This is an optimization exercise on Yosys and OpenROAD, whose aim is small area, a short achievable clock period and few clock cycles, not a production implementation.
Only simulation tests tie the RTL to the original design; equivalence was not proved.

==> xenon <==
## software_timer_table_unit
module software_timer_table_unit #(
  parameter int unsigned NUM_TIMERS = 32
) (
  input  wire logic              clk_i,
  input  wire logic              rst_ni,
  input  wire logic              in_valid_i,
  output logic                   in_stall_o,
  input  wire logic [51:0]       in_req_i,
  output logic                   out_valid_o,
  input  wire logic              out_stall_i,
  output logic      [19:0]       out_rsp_o
);
clock: 8.0 ns
lec_check: 0
cap_margin: 20
core_margin: 2
core_utilization: 40
setup_slack_margin: 4.0
slew_margin: 20
run.sh (not shown) runs the stock make flow with config.mk's settings and CLKGATE_MAP_FILE= SYNTH_SCRIPT=/design/flow/synth_recipe.tcl, a recipe that flattens the netlist after the stock synthesis.
==> umber: changes against xenon <==
==> flow/design.v (replaced) <==
`default_nettype none
package stt_pkg;
  typedef enum logic [2:0] {
    OP_ALLOC = 3'd0,
    OP_FREE  = 3'd1,
    OP_BIND  = 3'd2,
    OP_SET   = 3'd3,
    OP_TICK  = 3'd4
  } op_e;
  typedef enum logic [1:0] {
    KIND_GRANT = 2'd0,
    KIND_FAIL  = 2'd1,
    KIND_FIRE  = 2'd2
  } kind_e;
  typedef enum logic [1:0] {
    STATUS_FREE  = 2'd0,
    STATUS_ALLOC = 2'd1,
    STATUS_ARMED = 2'd2
  } status_e;
  typedef struct packed {
    logic [2:0]  op;
    logic [4:0]  timer_index;
    logic [3:0]  queue_id;
    logic [7:0]  payload;
    logic [31:0] delay_ticks;
  } in_req_t;
  typedef struct packed {
    logic [1:0] kind;
    logic [4:0] entry;
    logic [3:0] dest_queue;
    logic [7:0] fire_data;
    logic       last;
  } out_rsp_t;
  typedef struct packed {
    status_e     status;
    logic [31:0] deadline;
    logic [3:0]  queue;
    logic [7:0]  data;
  } entry_t;
  localparam int unsigned EntryWidth = 46;   
endpackage
`default_nettype wire
`default_nettype none
import stt_pkg::*;
module software_timer_table_unit #(
  parameter int unsigned NUM_TIMERS = 32
) (
  input  wire logic              clk_i,
  input  wire logic              rst_ni,
  input  wire logic              in_valid_i,
  output logic                   in_stall_o,
  input  wire logic [51:0]       in_req_i,
  output logic                   out_valid_o,
  input  wire logic              out_stall_i,
  output logic      [19:0]       out_rsp_o
);
  localparam int N = 32;
  localparam int F = 3;        
  logic        a_v;
  logic [51:0] a_req;
  logic        is_alloc, is_free, is_bind, is_set, is_tick;   
  logic        hz_q;           
  logic [4:0]  idx;
  logic [3:0]  qid;
  logic [7:0]  pay;
  logic [31:0] dly;
  assign idx = a_req[48:44];
  assign qid = a_req[43:40];
  assign pay = a_req[39:32];
  assign dly = a_req[31:0];
  logic [31:0]  cnt_q;           
  logic [31:0]  cnt2_q;          
  logic         nz_q;            
  logic [N-1:0] free_q;          
  logic [N-1:0] armed_q;         
  logic [N-1:0] fn_q;            
  logic [N-1:0] bound_q;         
  logic [31:0]  dead_q  [N];
  logic [3:0]   queue_q [N];
  logic [7:0]   data_q  [N];
  logic         w_v;
  logic [4:0]   w_idx;
  logic [31:0]  w_sum;           
  logic         w_fn;            
  logic [N-1:0] fm_q [F];        
  logic [F-1:0] ff_q;            
  logic [F-1:0] fx_q;            
  logic [F-1:0] fv_q;            
  logic [1:0]   rd_q, wr_q;
  logic [1:0]   fc_q;            
  logic [N-1:0] h_q;             
  logic         hv_q, hf_q, hx_q;
  logic [N-1:0] pf_q;            
  logic        e_v;
  logic [1:0]  e_kind;
  logic [4:0]  e_idx;
  logic        e_last;
  logic        ov_q;
  logic [19:0] orsp_q;
  logic ffull;
  assign ffull = (fc_q == 2'(F));
  logic blocked, exec;
  assign blocked = ((is_alloc || is_tick) && ffull) || (is_bind && hz_q);
  assign exec    = a_v && !blocked;
  logic [N-1:0] wsel, whit;      
  always_comb
    for (int i = 0; i < N; i++) begin
      wsel[i] = (idx == 5'(i));
      whit[i] = w_v && (w_idx == 5'(i));
    end
  function automatic logic [N-1:0] below_any(input logic [N-1:0] v);
    logic [N-1:0] p;
    p = v;
    for (int s = 1; s < N; s = s * 2)
      p = p | (p << s);
    below_any = p << 1;
  endfunction
  logic [N-1:0] fsel;
  assign fsel = free_q & ~below_any(free_q);
  logic [N-1:0] fire;
  assign fire = armed_q & ((fn_q & ~whit) | (whit & {N{w_fn}}));
  logic fire_any;
  assign fire_any = |fire;
  logic [N-1:0] fn_n;
  logic         w_eqn;
  assign w_eqn = (w_sum == cnt2_q);
  always_comb
    for (int i = 0; i < N; i++)
      fn_n[i] = whit[i] ? w_eqn : (dead_q[i] == cnt2_q);
  logic [32:0] sum;
  assign sum = {1'b0, dly} + {1'b0, cnt_q};
  logic set_fn;
  assign set_fn = (dly == 32'd1) || ((sum[32] || (dly == 32'd0)) && nz_q);
  logic do_alloc, do_tick, do_set, do_bind, do_free;
  assign do_alloc = exec && is_alloc;
  assign do_tick  = exec && is_tick;
  assign do_set   = exec && is_set;
  assign do_bind  = exec && is_bind;
  assign do_free  = exec && is_free;
  logic         fwrite, fpush;
  assign fwrite = exec && (is_alloc || is_tick);    
  assign fpush  = do_alloc || (do_tick && fire_any);
  logic [N-1:0] hbelow, hsel;
  assign hbelow = below_any(h_q);
  assign hsel   = h_q & ~hbelow;
  logic hmore;                   
  assign hmore  = |(h_q & hbelow);
  logic [4:0] henc;
  always_comb begin
    henc = '0;
    for (int b = 0; b < 5; b++)
      for (int i = 0; i < N; i++)
        if (((i >> b) & 1) == 1) henc[b] = henc[b] | hsel[i];
  end
  logic opop, e_adv, emit, hdone, hload;
  assign opop  = !ov_q || !out_stall_i;    
  assign e_adv = !e_v || opop;             
  assign emit  = hv_q && e_adv;
  assign hdone = emit && (!hf_q || !hmore);
  assign hload = (!hv_q || hdone) && fv_q[rd_q];
  logic [N-1:0] inq;
  always_comb begin
    inq = (hv_q && hf_q) ? h_q : '0;
    for (int k = 0; k < F; k++)
      if (fv_q[k] && ff_q[k]) inq = inq | fm_q[k];
  end
  logic [3:0]  rq;
  logic [7:0]  rdat;
  logic        rb;
  assign rb   = (e_kind == KIND_FIRE) && bound_q[e_idx];
  assign rq   = rb ? queue_q[e_idx] : 4'd0;
  assign rdat = rb ? data_q[e_idx]  : 8'd0;
  logic push;
  assign push = e_v && opop;
  logic a_take;
  assign a_take = !a_v || exec;
  logic [N-1:0] pf_h;            
  assign pf_h = pf_q | (do_tick ? fire : '0);
  always_ff @(posedge clk_i or negedge rst_ni) begin
    if (!rst_ni) begin
      a_v     <= 1'b0;
      w_v     <= 1'b0;
      cnt_q   <= '0;
      cnt2_q  <= 32'd2;
      nz_q    <= 1'b1;
      free_q  <= '1;
      armed_q <= '0;
      bound_q <= '0;
      rd_q    <= '0;
      wr_q    <= '0;
      fc_q    <= '0;
      fv_q    <= '0;
      hv_q    <= 1'b0;
      pf_q    <= '0;
      e_v     <= 1'b0;
      ov_q    <= 1'b0;
    end else begin
      if (a_take) a_v <= in_valid_i;
      w_v <= do_set;
      if (do_tick) begin
        cnt_q  <= cnt_q + 32'd1;
        cnt2_q <= cnt2_q + 32'd1;
        nz_q   <= (cnt2_q != 32'd0);
      end
      for (int i = 0; i < N; i++) begin
        if (do_alloc && fsel[i]) free_q[i] <= 1'b0;
        if (do_free && wsel[i]) begin
          free_q[i]  <= 1'b1;
          armed_q[i] <= 1'b0;
        end
        if (do_set && wsel[i]) begin
          free_q[i]  <= 1'b0;
          armed_q[i] <= 1'b1;
        end
        if (do_tick && fire[i]) armed_q[i] <= 1'b0;
        if (do_bind && wsel[i]) bound_q[i] <= 1'b1;
      end
      if (fpush) wr_q <= (wr_q == 2'(F - 1)) ? 2'd0 : wr_q + 2'd1;
      if (hload) rd_q <= (rd_q == 2'(F - 1)) ? 2'd0 : rd_q + 2'd1;
      fc_q <= fc_q + 2'(fpush) - 2'(hload);
      for (int k = 0; k < F; k++) begin
        if (fpush && wr_q == 2'(k)) fv_q[k] <= 1'b1;
        else if (hload && rd_q == 2'(k)) fv_q[k] <= 1'b0;
      end
      if (hload)      hv_q <= 1'b1;
      else if (hdone) hv_q <= 1'b0;
      for (int i = 0; i < N; i++) begin
        if (do_tick && fire[i]) pf_q[i] <= 1'b1;
        else if (push && e_kind == KIND_FIRE && e_idx == 5'(i) && !inq[i]) pf_q[i] <= 1'b0;
      end
      if (e_adv) e_v <= emit;
      if (opop)  ov_q <= e_v;
    end
  end
  always_ff @(posedge clk_i) begin
    if (a_take) begin
      a_req    <= in_req_i;
      is_alloc <= (in_req_i[51:49] == OP_ALLOC);
      is_free  <= (in_req_i[51:49] == OP_FREE);
      is_bind  <= (in_req_i[51:49] == OP_BIND);
      is_set   <= (in_req_i[51:49] == OP_SET);
      is_tick  <= (in_req_i[51:49] == OP_TICK);
    end
    hz_q <= a_take ? pf_h[in_req_i[48:44]] : pf_h[idx];
    if (do_set) begin
      w_idx <= idx;
      w_sum <= sum[31:0];
      w_fn  <= set_fn;
    end
    for (int i = 0; i < N; i++) begin
      if (whit[i]) dead_q[i] <= w_sum;
      if (do_tick)      fn_q[i] <= fn_n[i];
      else if (whit[i]) fn_q[i] <= w_fn;
      if (do_bind && wsel[i]) begin
        queue_q[i] <= qid;
        data_q[i]  <= pay;
      end
    end
    for (int k = 0; k < F; k++) begin
      if (fwrite && wr_q == 2'(k)) begin
        fm_q[k] <= is_tick ? fire : fsel;
        ff_q[k] <= is_tick;
        fx_q[k] <= !(|free_q);
      end
    end
    if (hload) begin
      h_q  <= fm_q[rd_q];
      hf_q <= ff_q[rd_q];
      hx_q <= fx_q[rd_q];
    end else if (emit) begin
      h_q  <= h_q & hbelow;
    end
    if (emit) begin
      e_kind <= hf_q ? KIND_FIRE : (hx_q ? KIND_FAIL : KIND_GRANT);
      e_idx  <= henc;
      e_last <= !hf_q || !hmore;
    end
    if (push) orsp_q <= {e_kind, e_idx, rq, rdat, e_last};
  end
  assign in_stall_o  = a_v && blocked;
  assign out_valid_o = ov_q;
  assign out_rsp_o   = orsp_q;
endmodule
`default_nettype wire
Settings changed: CORE_UTILIZATION 40 to 65, SETUP_SLACK_MARGIN 4.0 to 4.2.
==> results.toml <==
[timing]
final.period_utilization_pct = 49.5

[worst_setup_path]
rrSetupSlack_ns = 4.04
cp-endpoint = "eq_q[25]"
r2r-start = "cnt2_q[17]"

[cts]
clk_pin_slew_ns = 0.07

[route]
vias = 55000

[yosys]
synth_nets = 6090
muxShareOfSynthArea_pct = 2.05

[finish]
fin_util_pct = 45.9
nNetsFinal = 6361

[outcome]
status = "no timing/DRC/antenna violations"

[power_and_ir_drop]
ir_drop_mv = 0.261
-- figures above: xenon

==> results.toml <==
[worst_setup_path]
cp-endpoint = "fn_q[2]"
r2r-start = "cnt2_q[19]"

[finish]
nNetsFinal = 5991
fin_util_pct = 74.2

[yosys]
synth_nets = 5748

[outcome]
status = "no timing/DRC/antenna violations"

[timing]
final.period_utilization_pct = 49.8

[cts]
clk_pin_slew_ns = 0.06
-- figures above: umber

Testbench counts of xenon, summed over its fixed seeds: cycles 12,922.
Testbench counts of umber, summed over its fixed seeds: cycles 12,922.

re-timing with driven ports:
In the flow no input, the clock included, has a driving cell. The finished layouts below were timed again as built, in two steps. Step 1 assumes that a clkbuf_16 drives the clock port and a buf_2 every other input. Step 2, shift: input delay + t, output delay - t, t = (earliest + latest rising clock arrival at the registers) / 2. This alone moves slack from input paths to output paths. Slacks: ideal / step 1 / step 2; pairs: ideal / step 1.
| run | t (ns) | setup slack, ns | worst data-port slew with drivers (ns) | pins driven straight from the clock port |
|---|---|---|---|---|
| xenon | 0.928 | 4.041 / 4.041 / 3.358 | 0.11 | 1 |
| umber | 0.903 | 4.015 / 4.015 / 3.897 | 0.13 | 1 |
After both steps every run listed still meets setup and hold. The setup slack of xenon, which loses most, moves by 0.000 ns with the drivers and by -0.683 ns with both steps.
